This design comes from an exercise in tuning for small area and a short achievable clock period on the open sky130 flow, not from production work.
In this exercise RTL edits were held to simulation tests only and were not proved equivalent to the original.
No activity file was given, so power comes from the tool's default toggle rates.

**flow/run.sh**
```bash
#!/bin/bash
# synth_recipe.tcl (not shown) runs the flow's synth.tcl, then flattens the netlist and writes it again
# the make line also repeats each setting of config.mk as NAME=value (left out here)
make -C /OpenROAD-flow-scripts/flow DESIGN_CONFIG=/design/flow/config.mk WORK_HOME=/design/flow/orfs CLKGATE_MAP_FILE= SYNTH_SCRIPT=/design/flow/synth_recipe.tcl finish
```
**flow/config.mk**
```make
export PLATFORM = sky130hd
export DESIGN_NAME = wedge_fitter
export DESIGN_NICKNAME = wedge_fitter
export VERILOG_FILES = /design/flow/design.v
export SDC_FILE = /design/flow/constraint.sdc
export NUM_CORES = 4
export LEC_CHECK = 0
export CAP_MARGIN = 20
export CORE_MARGIN = 2
export CORE_UTILIZATION = 40
export SLEW_MARGIN = 20
```
**flow/constraint.sdc**
```tcl
create_clock -name core_clock -period 6.5 [get_ports {clock}]
set_input_delay 1.3000 -clock core_clock [delete_from_list [all_inputs] [get_ports {clock}]]
set_output_delay 1.3000 -clock core_clock [all_outputs]
set_load 0.01 [all_outputs]
```
**flow/design.v**
```verilog
`timescale 1ns/1ps
module word_fifo #(
	parameter int WIDTH = 23,
	parameter int DEPTH = 16,
	parameter int AFULL_LEVEL = 12
) (
	input logic clock,
	input logic reset,
	input logic push,
	input logic [WIDTH-1:0] din,
	output logic full,
	output logic almost_full,
	output logic overflow,
	output logic out_valid,
	input logic out_ready,
	output logic [WIDTH-1:0] dout,
	output logic empty
);
	localparam int PTR_WIDTH = $clog2(DEPTH);
	localparam int CNT_WIDTH = $clog2(DEPTH + 1);
	logic [WIDTH-1:0] mem [DEPTH];
	logic [PTR_WIDTH-1:0] wr_ptr;
	logic [PTR_WIDTH-1:0] rd_ptr;
	logic [CNT_WIDTH-1:0] count;
	logic do_push;
	logic do_pop;
	assign do_push = push && !full;
	assign do_pop = out_valid && out_ready;
	assign full = (count == CNT_WIDTH'(DEPTH));
	assign almost_full = (count >= CNT_WIDTH'(AFULL_LEVEL));
	assign empty = (count == '0);
	assign overflow = push && full;  
	assign out_valid = !empty;
	assign dout = mem[rd_ptr];
	always_ff @(posedge clock)
	begin
		if (do_push)
			mem[wr_ptr] <= din;
	end
	always_ff @(posedge clock)
	begin
		if (reset)
		begin
			wr_ptr <= '0;
			rd_ptr <= '0;
			count <= '0;
		end
		else
		begin
			if (do_push)
				wr_ptr <= (wr_ptr == PTR_WIDTH'(DEPTH - 1)) ? '0 : wr_ptr + 1'b1;
			if (do_pop)
				rd_ptr <= (rd_ptr == PTR_WIDTH'(DEPTH - 1)) ? '0 : rd_ptr + 1'b1;
			if (do_push && !do_pop)
				count <= count + 1'b1;
			else if (do_pop && !do_push)
				count <= count - 1'b1;
		end
	end
endmodule
`timescale 1ns/1ps
module fitter_control (
	input logic clock,
	input logic reset,
	input logic in_valid,
	output logic in_ready,
	input logic [22:0] in_word,  
	output logic start_road,
	output logic [20:0] road_id,
	output logic cand_valid,
	output logic [12:0] cand_chisq,
	output logic [7:0] cand_track,
	output logic cand_last,
	input logic decision_valid,
	input logic pass,
	output logic track_push,
	input logic track_full,
	input logic track_empty,
	output logic ee_valid,
	output logic [22:0] ee_word,
	input logic ee_ready,
	input logic formatter_busy,
	output logic invalid_road
);
	localparam int WORD_WIDTH = 23;
	localparam int ROADID_WIDTH = WORD_WIDTH - 2;  
	localparam int CHISQ_WIDTH = 13;
	localparam int TRACK_WIDTH = 8;
	localparam int PARITY_BIT = 8;
	localparam int EE_BIT = WORD_WIDTH - 1;  
	localparam int EP_BIT = WORD_WIDTH - 2;  
	localparam int IN_DEPTH = 16;
	localparam int OUT_DEPTH = 16;
	localparam int TRACK_DEPTH = 8;  
	localparam int HOLD_LEVEL = IN_DEPTH - 4;  
	localparam int BEST_WIDTH = ROADID_WIDTH + CHISQ_WIDTH + TRACK_WIDTH;
	localparam int STATUS_WIDTH = 5;
	typedef enum logic [1:0] {idle, in_road, wait_drain} ctl_state_t;
	ctl_state_t state;
	ctl_state_t state_next;
	logic drained;
	logic word_ee;
	logic word_ep;
	assign word_ee = in_word[EE_BIT];
	assign word_ep = in_word[EP_BIT];
	assign road_id = in_word[ROADID_WIDTH-1:0];
	assign cand_chisq = in_word[TRACK_WIDTH +: CHISQ_WIDTH];
	assign cand_track = in_word[TRACK_WIDTH-1:0];
	assign cand_last = word_ep;
	assign ee_word = in_word;
	assign track_push = decision_valid && pass;
	assign drained = track_empty && !formatter_busy && !decision_valid;
	always_comb
	begin
		state_next = state;
		in_ready = 1'b0;
		start_road = 1'b0;
		cand_valid = 1'b0;
		ee_valid = 1'b0;
		invalid_road = 1'b0;
		case (state)
			idle:
			begin
				if (in_valid && word_ee)
					state_next = wait_drain;  
				else if (in_valid && !track_full)
				begin
					in_ready = 1'b1;
					if (word_ep)
						invalid_road = 1'b1;  
					else
					begin
						start_road = 1'b1;
						state_next = in_road;
					end
				end
			end
			in_road:
			begin
				if (in_valid && word_ee)
				begin
					invalid_road = 1'b1;  
					state_next = wait_drain;
				end
				else if (in_valid && !track_full)
				begin
					in_ready = 1'b1;
					cand_valid = 1'b1;
					if (word_ep)
						state_next = idle;
				end
			end
			wait_drain:
			begin
				ee_valid = in_valid && drained;
				if (ee_valid && ee_ready)
				begin
					in_ready = 1'b1;
					state_next = idle;
				end
			end
			default: state_next = idle;
		endcase
	end
	always_ff @(posedge clock)
	begin
		if (reset)
			state <= idle;
		else
			state <= state_next;
	end
endmodule
`timescale 1ns/1ps
module chisq_compare (
	input logic clock,
	input logic reset,
	input logic start_road,
	input logic [20:0] road_id,
	input logic cand_valid,
	input logic [12:0] cand_chisq,
	input logic [7:0] cand_track,
	input logic cand_last,
	input logic nocut,
	input logic [12:0] chi2cut_value,
	output logic decision_valid,
	output logic pass,
	output logic [41:0] best  
);
	localparam int WORD_WIDTH = 23;
	localparam int ROADID_WIDTH = WORD_WIDTH - 2;  
	localparam int CHISQ_WIDTH = 13;
	localparam int TRACK_WIDTH = 8;
	localparam int PARITY_BIT = 8;
	localparam int EE_BIT = WORD_WIDTH - 1;  
	localparam int EP_BIT = WORD_WIDTH - 2;  
	localparam int IN_DEPTH = 16;
	localparam int OUT_DEPTH = 16;
	localparam int TRACK_DEPTH = 8;  
	localparam int HOLD_LEVEL = IN_DEPTH - 4;  
	localparam int BEST_WIDTH = ROADID_WIDTH + CHISQ_WIDTH + TRACK_WIDTH;
	localparam int STATUS_WIDTH = 5;
	logic [ROADID_WIDTH-1:0] cur_road;
	logic [CHISQ_WIDTH-1:0] best_chisq;
	logic [TRACK_WIDTH-1:0] best_track;
	logic [CHISQ_WIDTH-1:0] next_chisq;
	logic [TRACK_WIDTH-1:0] next_track;
	logic have_cand;
	logic take;
	assign take = !have_cand || (cand_chisq < best_chisq);
	assign next_chisq = take ? cand_chisq : best_chisq;
	assign next_track = take ? cand_track : best_track;
	always_ff @(posedge clock)
	begin
		if (reset)
		begin
			have_cand <= 1'b0;
			decision_valid <= 1'b0;
		end
		else
		begin
			decision_valid <= cand_valid && cand_last;
			if (start_road)
				have_cand <= 1'b0;
			else if (cand_valid)
				have_cand <= 1'b1;
		end
	end
	always_ff @(posedge clock)
	begin
		if (start_road)
			cur_road <= road_id;
		if (cand_valid)
		begin
			best_chisq <= next_chisq;
			best_track <= next_track;
		end
		if (cand_valid && cand_last)
		begin
			best <= {cur_road, next_chisq, next_track};
			pass <= nocut || (next_chisq <= chi2cut_value);  
		end
	end
endmodule
`timescale 1ns/1ps
module track_formatter (
	input logic clock,
	input logic reset,
	input logic trk_valid,
	output logic trk_ready,
	input logic [41:0] trk,  
	input logic ee_valid,
	output logic ee_ready,
	input logic [22:0] ee_word,
	output logic busy,
	output logic out_push,
	output logic [22:0] out_word,
	input logic out_full
);
	localparam int WORD_WIDTH = 23;
	localparam int ROADID_WIDTH = WORD_WIDTH - 2;  
	localparam int CHISQ_WIDTH = 13;
	localparam int TRACK_WIDTH = 8;
	localparam int PARITY_BIT = 8;
	localparam int EE_BIT = WORD_WIDTH - 1;  
	localparam int EP_BIT = WORD_WIDTH - 2;  
	localparam int IN_DEPTH = 16;
	localparam int OUT_DEPTH = 16;
	localparam int TRACK_DEPTH = 8;  
	localparam int HOLD_LEVEL = IN_DEPTH - 4;  
	localparam int BEST_WIDTH = ROADID_WIDTH + CHISQ_WIDTH + TRACK_WIDTH;
	localparam int STATUS_WIDTH = 5;
	typedef enum logic [1:0] {idle, track_word, end_event} fmt_state_t;
	fmt_state_t state;
	fmt_state_t state_next;
	logic [WORD_WIDTH-1:0] ee_hold;
	logic parity;  
	logic [ROADID_WIDTH-1:0] trk_road_id;
	logic [CHISQ_WIDTH+TRACK_WIDTH-1:0] trk_fit;
	assign trk_road_id = trk[CHISQ_WIDTH+TRACK_WIDTH +: ROADID_WIDTH];
	assign trk_fit = trk[CHISQ_WIDTH+TRACK_WIDTH-1:0];
	assign busy = (state != idle);
	always_comb
	begin
		state_next = state;
		trk_ready = 1'b0;
		ee_ready = 1'b0;
		out_push = 1'b0;
		out_word = '0;
		case (state)
			idle:
			begin
				out_word[ROADID_WIDTH-1:0] = trk_road_id;  
				if (trk_valid)
				begin
					out_push = !out_full;
					if (!out_full)
						state_next = track_word;
				end
				else if (ee_valid)
				begin
					ee_ready = 1'b1;
					state_next = end_event;
				end
			end
			track_word:
			begin
				out_word[EP_BIT] = 1'b1;
				out_word[ROADID_WIDTH-1:0] = trk_fit;
				if (!out_full)
				begin
					out_push = 1'b1;
					trk_ready = 1'b1;  
					state_next = idle;
				end
			end
			end_event:
			begin
				out_word = ee_hold;
				out_word[PARITY_BIT] = parity;
				if (!out_full)
				begin
					out_push = 1'b1;
					state_next = idle;
				end
			end
			default: state_next = idle;
		endcase
	end
	always_ff @(posedge clock)
	begin
		if (reset)
		begin
			state <= idle;
			parity <= 1'b0;
		end
		else
		begin
			state <= state_next;
			if (out_push && state == end_event)
				parity <= 1'b0;
			else if (out_push)
				parity <= parity ^ (^out_word);
		end
	end
	always_ff @(posedge clock)
	begin
		if (ee_valid && ee_ready)
			ee_hold <= ee_word;
	end
endmodule
`timescale 1ns/1ps
module status_flags (
	input logic clock,
	input logic clear_status,
	input logic in_overflow,
	input logic out_overflow,
	input logic invalid_road,
	input logic in_empty,
	input logic out_empty,
	output logic [4:0] status  
);
	logic in_overflow_seen;
	logic out_overflow_seen;
	logic invalid_seen;
	always_ff @(posedge clock)
	begin
		if (clear_status)
		begin
			in_overflow_seen <= 1'b0;
			out_overflow_seen <= 1'b0;
			invalid_seen <= 1'b0;
		end
		else
		begin
			in_overflow_seen <= in_overflow_seen | in_overflow;
			out_overflow_seen <= out_overflow_seen | out_overflow;
			invalid_seen <= invalid_seen | invalid_road;
		end
	end
	assign status = {in_overflow_seen, out_overflow_seen, invalid_seen, in_empty, out_empty};
endmodule
`timescale 1ns/1ps
module wedge_fitter (
	input logic clock,
	input logic reset,
	input logic clear_status,
	input logic [22:0] data_in,  
	input logic ds,
	output logic hold,
	input logic out_re,
	output logic [22:0] data_out,  
	output logic out_valid,
	output logic out_empty,
	input logic nocut,
	input logic [12:0] chi2cut_value,
	output logic [4:0] wedge_status  
);
	localparam int WORD_WIDTH = 23;
	localparam int ROADID_WIDTH = WORD_WIDTH - 2;  
	localparam int CHISQ_WIDTH = 13;
	localparam int TRACK_WIDTH = 8;
	localparam int PARITY_BIT = 8;
	localparam int EE_BIT = WORD_WIDTH - 1;  
	localparam int EP_BIT = WORD_WIDTH - 2;  
	localparam int IN_DEPTH = 16;
	localparam int OUT_DEPTH = 16;
	localparam int TRACK_DEPTH = 8;  
	localparam int HOLD_LEVEL = IN_DEPTH - 4;  
	localparam int BEST_WIDTH = ROADID_WIDTH + CHISQ_WIDTH + TRACK_WIDTH;
	localparam int STATUS_WIDTH = 5;
	logic in_valid;
	logic in_ready;
	logic [WORD_WIDTH-1:0] in_word;
	logic in_overflow;
	logic in_empty;
	logic start_road;
	logic [ROADID_WIDTH-1:0] road_id;
	logic cand_valid;
	logic [CHISQ_WIDTH-1:0] cand_chisq;
	logic [TRACK_WIDTH-1:0] cand_track;
	logic cand_last;
	logic decision_valid;
	logic pass;
	logic [BEST_WIDTH-1:0] best;
	logic track_push;
	logic track_full;
	logic track_empty;
	logic trk_valid;
	logic trk_ready;
	logic [BEST_WIDTH-1:0] trk;
	logic ee_valid;
	logic ee_ready;
	logic [WORD_WIDTH-1:0] ee_word;
	logic formatter_busy;
	logic invalid_road;
	logic out_push;
	logic [WORD_WIDTH-1:0] out_word;
	logic out_full;
	logic out_overflow;
	logic out_fifo_valid;
	logic [WORD_WIDTH-1:0] out_fifo_word;
	word_fifo #(
		.WIDTH(WORD_WIDTH),
		.DEPTH(IN_DEPTH),
		.AFULL_LEVEL(HOLD_LEVEL)
	) u_fifo_in (
		.clock(clock),
		.reset(reset),
		.push(ds),
		.din(data_in),
		.full(),
		.almost_full(hold),
		.overflow(in_overflow),
		.out_valid(in_valid),
		.out_ready(in_ready),
		.dout(in_word),
		.empty(in_empty)
	);
	fitter_control u_fitter_control (
		.clock(clock),
		.reset(reset),
		.in_valid(in_valid),
		.in_ready(in_ready),
		.in_word(in_word),
		.start_road(start_road),
		.road_id(road_id),
		.cand_valid(cand_valid),
		.cand_chisq(cand_chisq),
		.cand_track(cand_track),
		.cand_last(cand_last),
		.decision_valid(decision_valid),
		.pass(pass),
		.track_push(track_push),
		.track_full(track_full),
		.track_empty(track_empty),
		.ee_valid(ee_valid),
		.ee_word(ee_word),
		.ee_ready(ee_ready),
		.formatter_busy(formatter_busy),
		.invalid_road(invalid_road)
	);
	chisq_compare u_chisq_compare (
		.clock(clock),
		.reset(reset),
		.start_road(start_road),
		.road_id(road_id),
		.cand_valid(cand_valid),
		.cand_chisq(cand_chisq),
		.cand_track(cand_track),
		.cand_last(cand_last),
		.nocut(nocut),
		.chi2cut_value(chi2cut_value),
		.decision_valid(decision_valid),
		.pass(pass),
		.best(best)
	);
	word_fifo #(
		.WIDTH(BEST_WIDTH),
		.DEPTH(TRACK_DEPTH),
		.AFULL_LEVEL(TRACK_DEPTH)
	) u_fifo_track (
		.clock(clock),
		.reset(reset),
		.push(track_push),
		.din(best),
		.full(track_full),
		.almost_full(),
		.overflow(),
		.out_valid(trk_valid),
		.out_ready(trk_ready),
		.dout(trk),
		.empty(track_empty)
	);
	track_formatter u_track_formatter (
		.clock(clock),
		.reset(reset),
		.trk_valid(trk_valid),
		.trk_ready(trk_ready),
		.trk(trk),
		.ee_valid(ee_valid),
		.ee_ready(ee_ready),
		.ee_word(ee_word),
		.busy(formatter_busy),
		.out_push(out_push),
		.out_word(out_word),
		.out_full(out_full)
	);
	word_fifo #(
		.WIDTH(WORD_WIDTH),
		.DEPTH(OUT_DEPTH),
		.AFULL_LEVEL(OUT_DEPTH)
	) u_fifo_out (
		.clock(clock),
		.reset(reset),
		.push(out_push),
		.din(out_word),
		.full(out_full),
		.almost_full(),
		.overflow(out_overflow),
		.out_valid(out_fifo_valid),
		.out_ready(out_re),
		.dout(out_fifo_word),
		.empty(out_empty)
	);
	always_ff @(posedge clock)
	begin
		if (reset)
			out_valid <= 1'b0;
		else
			out_valid <= out_fifo_valid && out_re;
	end
	always_ff @(posedge clock)
	begin
		if (out_fifo_valid && out_re)
			data_out <= out_fifo_word;
	end
	status_flags u_status_flags (
		.clock(clock),
		.clear_status(clear_status || reset),  
		.in_overflow(in_overflow),
		.out_overflow(out_overflow),
		.invalid_road(invalid_road),
		.in_empty(in_empty),
		.out_empty(out_empty),
		.status(wedge_status)
	);
endmodule
```
==> flow_summary_export.csv <==
group,metric,value,unit
synthesis,ys_ff_latch,1256,
grt,grt_max_degree,60,
synthesis,yosysTopAreaCell,"edfxtp_1",
route,drt_iter0_drc,2445,
clock_tree,cts_tree,"yes",
placement,gp_congestion,0.804,
sta,slew_viol_final,0,
clock_tree,cts_sinks,1256,
floorplan,die_w,352,um
synthesis,synth_common_cells,"1,202 x edfxtp_1, 314 x mux4_2, 88 x nor2_1",
sta,worstMarginPinSlew,1.05,ns
placement,dp_hpwl,62400,um
synthesis,synth_area,48300,um^2
clock_tree,cts-htree-levels,4,
sta,skew,0.0253,ns
layout,layout.cells.non_filler,4084,
power_and_ir_drop,vdd_ir_drop_max,0.000297,V
power_and_ir_drop,powerDensity,370,nW/um^2
grt,grt_pass1_wl,157000,um
clock_tree,numCtsBuffers,130,
synthesis,postSynth.asyncResetShare,0,
clock_tree,post-cts-setup-buffer-count,0,
layout,nNetsFinal,2469,
layout,drive_above_1_share,0.268,
synthesis,synth.distinct_cells,46,
synthesis,synth.most_common_cell,"edfxtp_1",
route,post-route-drc-count,0,
floorplan,die_h,352,um
grt,antenna_found_initial,5,
synthesis,syn_nets,2290,
synthesis,ys_warn_count,8,
synthesis,synth_area_per_cell,22.1,um^2
setup_path,r2r_slack,0.64,ns
worst_hold_path,hold_class,"reg -> reg",
power_and_ir_drop,seq_power_share,0.482,
floorplan,core,120000,um^2
sta,whs,0.416,ns
sta,fin_crit_sh,0.902,
job,cap_violations,0,
sta,rsz0062_at_grt,"false",
power_and_ir_drop,switching_share,0.258,
grt,grt_pass1_vias,23400,
setup_path,path_max_fanout,34,
status,outcome,"complete, no violations",
setup_path,worst_ep_arrival_time,6.44,ns
floorplan,io_pins,73,
clock_tree,clkTransAtPathRegs,0.06,ns
power_and_ir_drop,pwr-share-comb,0.172,
floorplan,rows,127,
grt,grt_overflow_total,0,
layout,syn2layout_area_growth,14.9,%
setup_path,worst_ep_required_time,7.08,ns
sta,max_slew_margin,0.298,
floorplan,die_area,124000,um^2
synthesis,synth_flop_cell,"edfxtp_1",
grt,grt_use_total,0.176,
route,firstDrtPassIters,6,
floorplan,initial_core_util,0.403,
route,routed_wl,108000,um
sta,setup_viol_count_final,0,
power_and_ir_drop,total_power,20.5,mW
route,wire_per_inst,26.4,um
clock_tree,hold_buffers,0,
clock_tree,cts_root_buffer,"clkbuf_16",
power_and_ir_drop,power.switching,5.31,mW
setup_path,crit_type,"reg -> reg",
clock_tree,cts-resized-gates,0,
clock_tree,clk_latency,0.74,ns
clock_tree,clockBufferDepth,3,
power_and_ir_drop,p_leak,17.2,nW
route,antenna_left,0,
route,vias,22300,
sta,hold_viol_final,0,
synthesis,yosys-top-cells-area,"edfxtp_1 75%, mux4_2 15%, dfxtp_1 2.2%, ha_1 1.4%, mux2_2 0.98%",
setup_path,end_kind,"flop",
power_and_ir_drop,intPower,15.2,mW
placement,dp.cells,3850,
route,vias_per_cell,5.45,
synthesis,synth_cells,2191,
layout,utilization,0.463,
synthesis,seq_area_frac_synth,0.769,
layout,num-fill-cells,9756,
sta,max_freq,0.171,GHz
sta,final.setup.tns,0,ns
synthesis,yosys.area.top_type_share,0.747,
power_and_ir_drop,clockPowerShare,0.347,
placement,port_buffers,72,
synthesis,synth_edf_count,1202,
sta,finalCriticalPeriod,5.86,ns
setup_path,crit_path_start_kind,"flop",
cell usage in the layout, fill, tap and decap left out, types with 14 or more instances in the layout:
| cell | instances |
|---|---|
| a222oi_1 | 15 |
| mux2_2 | 42 |
| nor2_2 | 26 |
| buf_4 | 72 |
| xor2_1 | 16 |
| nor3_2 | 15 |
| edfxtp_1 | 1202 |
| dfxtp_1 | 45 |
| clkdlybuf4s50_1 | 71 |
| mux2i_1 | 16 |
| nor2b_1 | 14 |
| nor2_1 | 60 |
| clkinv_1 | 28 |
| clkbuf_1 | 31 |
| ha_1 | 53 |
| o21ai_0 | 16 |
| xnor2_1 | 17 |
| mux4_2 | 314 |
| a21oi_1 | 37 |
| clkbuf_16 | 132 |
| nand2_1 | 37 |
| inv_1 | 47 |
| clkinv_2 | 15 |
kinds of logic (layout without fill, tap and decap cells):
kind of cell	after synthesis	in the layout	synth area share
adder cells (fa/ha/maj)	57	57	0.0152
multiplexers	376	376	0.160
AO/OA/AOI/OAI	111	111	0.0153
buffers and inverters	148	427	0.0128
AND/OR/NAND/NOR	206	206	0.0195
XOR/XNOR	37	37	0.00784
other	0	2	0
flip-flops	1256	1256	0.769
final timing paths:
path,to,start,depth (start not counted)
setup reg to reg,u_chisq_compare.pass$_DFFE_PP_,flop,23
hold reg to reg,u_chisq_compare.best[23]$_DFFE_PP_,u_chisq_compare.cur_road[2]$_DFFE_PP_,0
hold / removal,u_chisq_compare.best[23]$_DFFE_PP_,u_chisq_compare.cur_road[2]$_DFFE_PP_,0
setup / recovery,u_chisq_compare.pass$_DFFE_PP_,flop,23
critical path, stage by stage, from the launching register on:
cell      delay, ns
dfxtp_4        0.60
buf_12         0.35
mux4_2         0.53
mux4_2         0.56
ha_1           0.33
o21a_1         0.11
o21a_1         0.16
o21ai_1        0.11
nand2b_1       0.08
a21oi_1        0.15
nor3_1         0.06
o31a_1         0.30
buf_4          0.25
mux2_2         0.35
ha_1           0.30
o21a_1         0.12
o21a_1         0.16
o21ai_0        0.15
a21oi_1        0.10
o31a_1         0.27
o21a_1         0.16
o21a_1         0.16
o21a_1         0.15
o21ai_0        0.14
registers in the layout, summed over array words and instances (netlist names), 5 cells and up, named ones only:
signal                      cells
u_fifo_in.mem                 368
u_fifo_out.mem                368
u_fifo_track.mem              336
u_chisq_compare.best           42
data_out                       23
u_track_formatter.ee_hold      22
u_chisq_compare.cur_road       21
u_chisq_compare.best_chisq     13
u_chisq_compare.best_track      8
u_fifo_in.count                 5
u_fifo_out.count                5
power groups by stage:
| stage | logic (mW) | registers [mW] | clock network (mW) |
|---|---|---|---|
| final | 3.53 | 9.89 | 7.12 |
| after global routing | 3.81 | 9.93 | 7.57 |
| after CTS | 3.57 | 9.89 | 7.26 |
| after detailed placement | 3.56 | 10.1 | 0 |
| after global placement | 3.47 | 10.0 | 0 |
| after floorplan | 2.39 | 9.90 | 0 |
routing by layer:
layer,up-vias,track usage,part of all wire
li1,9476,-,-
met2,713,0.290,0.50
met3,163,0.0324,0.060
met1,11900,0.240,0.42
met4,4,0.0555,0.026
met5,-,0,0.00025
layout make-up:
cell class,count,area (um^2),share of cell area
Sequential cell,1256,37200,0.670
Clock buffer,167,3470,0.0625
Inverter,47,176,0.00318
Timing Repair Buffer,148,1340,0.0241
Tap cell,1612,2020,0.0363
Multi-Input combinational cell,787,10700,0.193
Antenna cell,2,5.00,0.0000901
Clock inverter,65,621,0.0112
per-stage QoR:
stage | cell area (um^2) | setup WS (ns)
CTS | 55500 | 0.596
finish | 55500 | 0.638
global route | 55500 | 0.319
detailed placement | 51400 | 0.595
global placement | 51400 | 0.585
floorplan | 48300 | 0.105

## afterwards: timing with drivers on the ports
The flow's constraints put no driver on any port. The routed layout listed below was extracted and timed again, unchanged, in two steps. Step 1 sets driving cells, clkbuf_16 on the clock port and buf_2 on the other inputs (assumed; they add their load-dependent delay and slew). Step 2 times the ports against the registers' clock, not the clock port: input delays grow and output delays shrink by t, the midpoint of the rising clock arrivals with the driver on. a / b / c = ideal / step 1 / step 2; a / b = the first two.
shift t [ns]: 0.794
slack for setup (ns): 0.638 / 0.638 / 0.638
latest minus earliest clock arrival (ns): 0.028 / 0.029
worst data-port slew with drivers (ns): 0.14
After both steps setup and hold are still met in this run. The setup slack of this run moves by 0.000 ns with the drivers and by 0.000 ns with both steps.
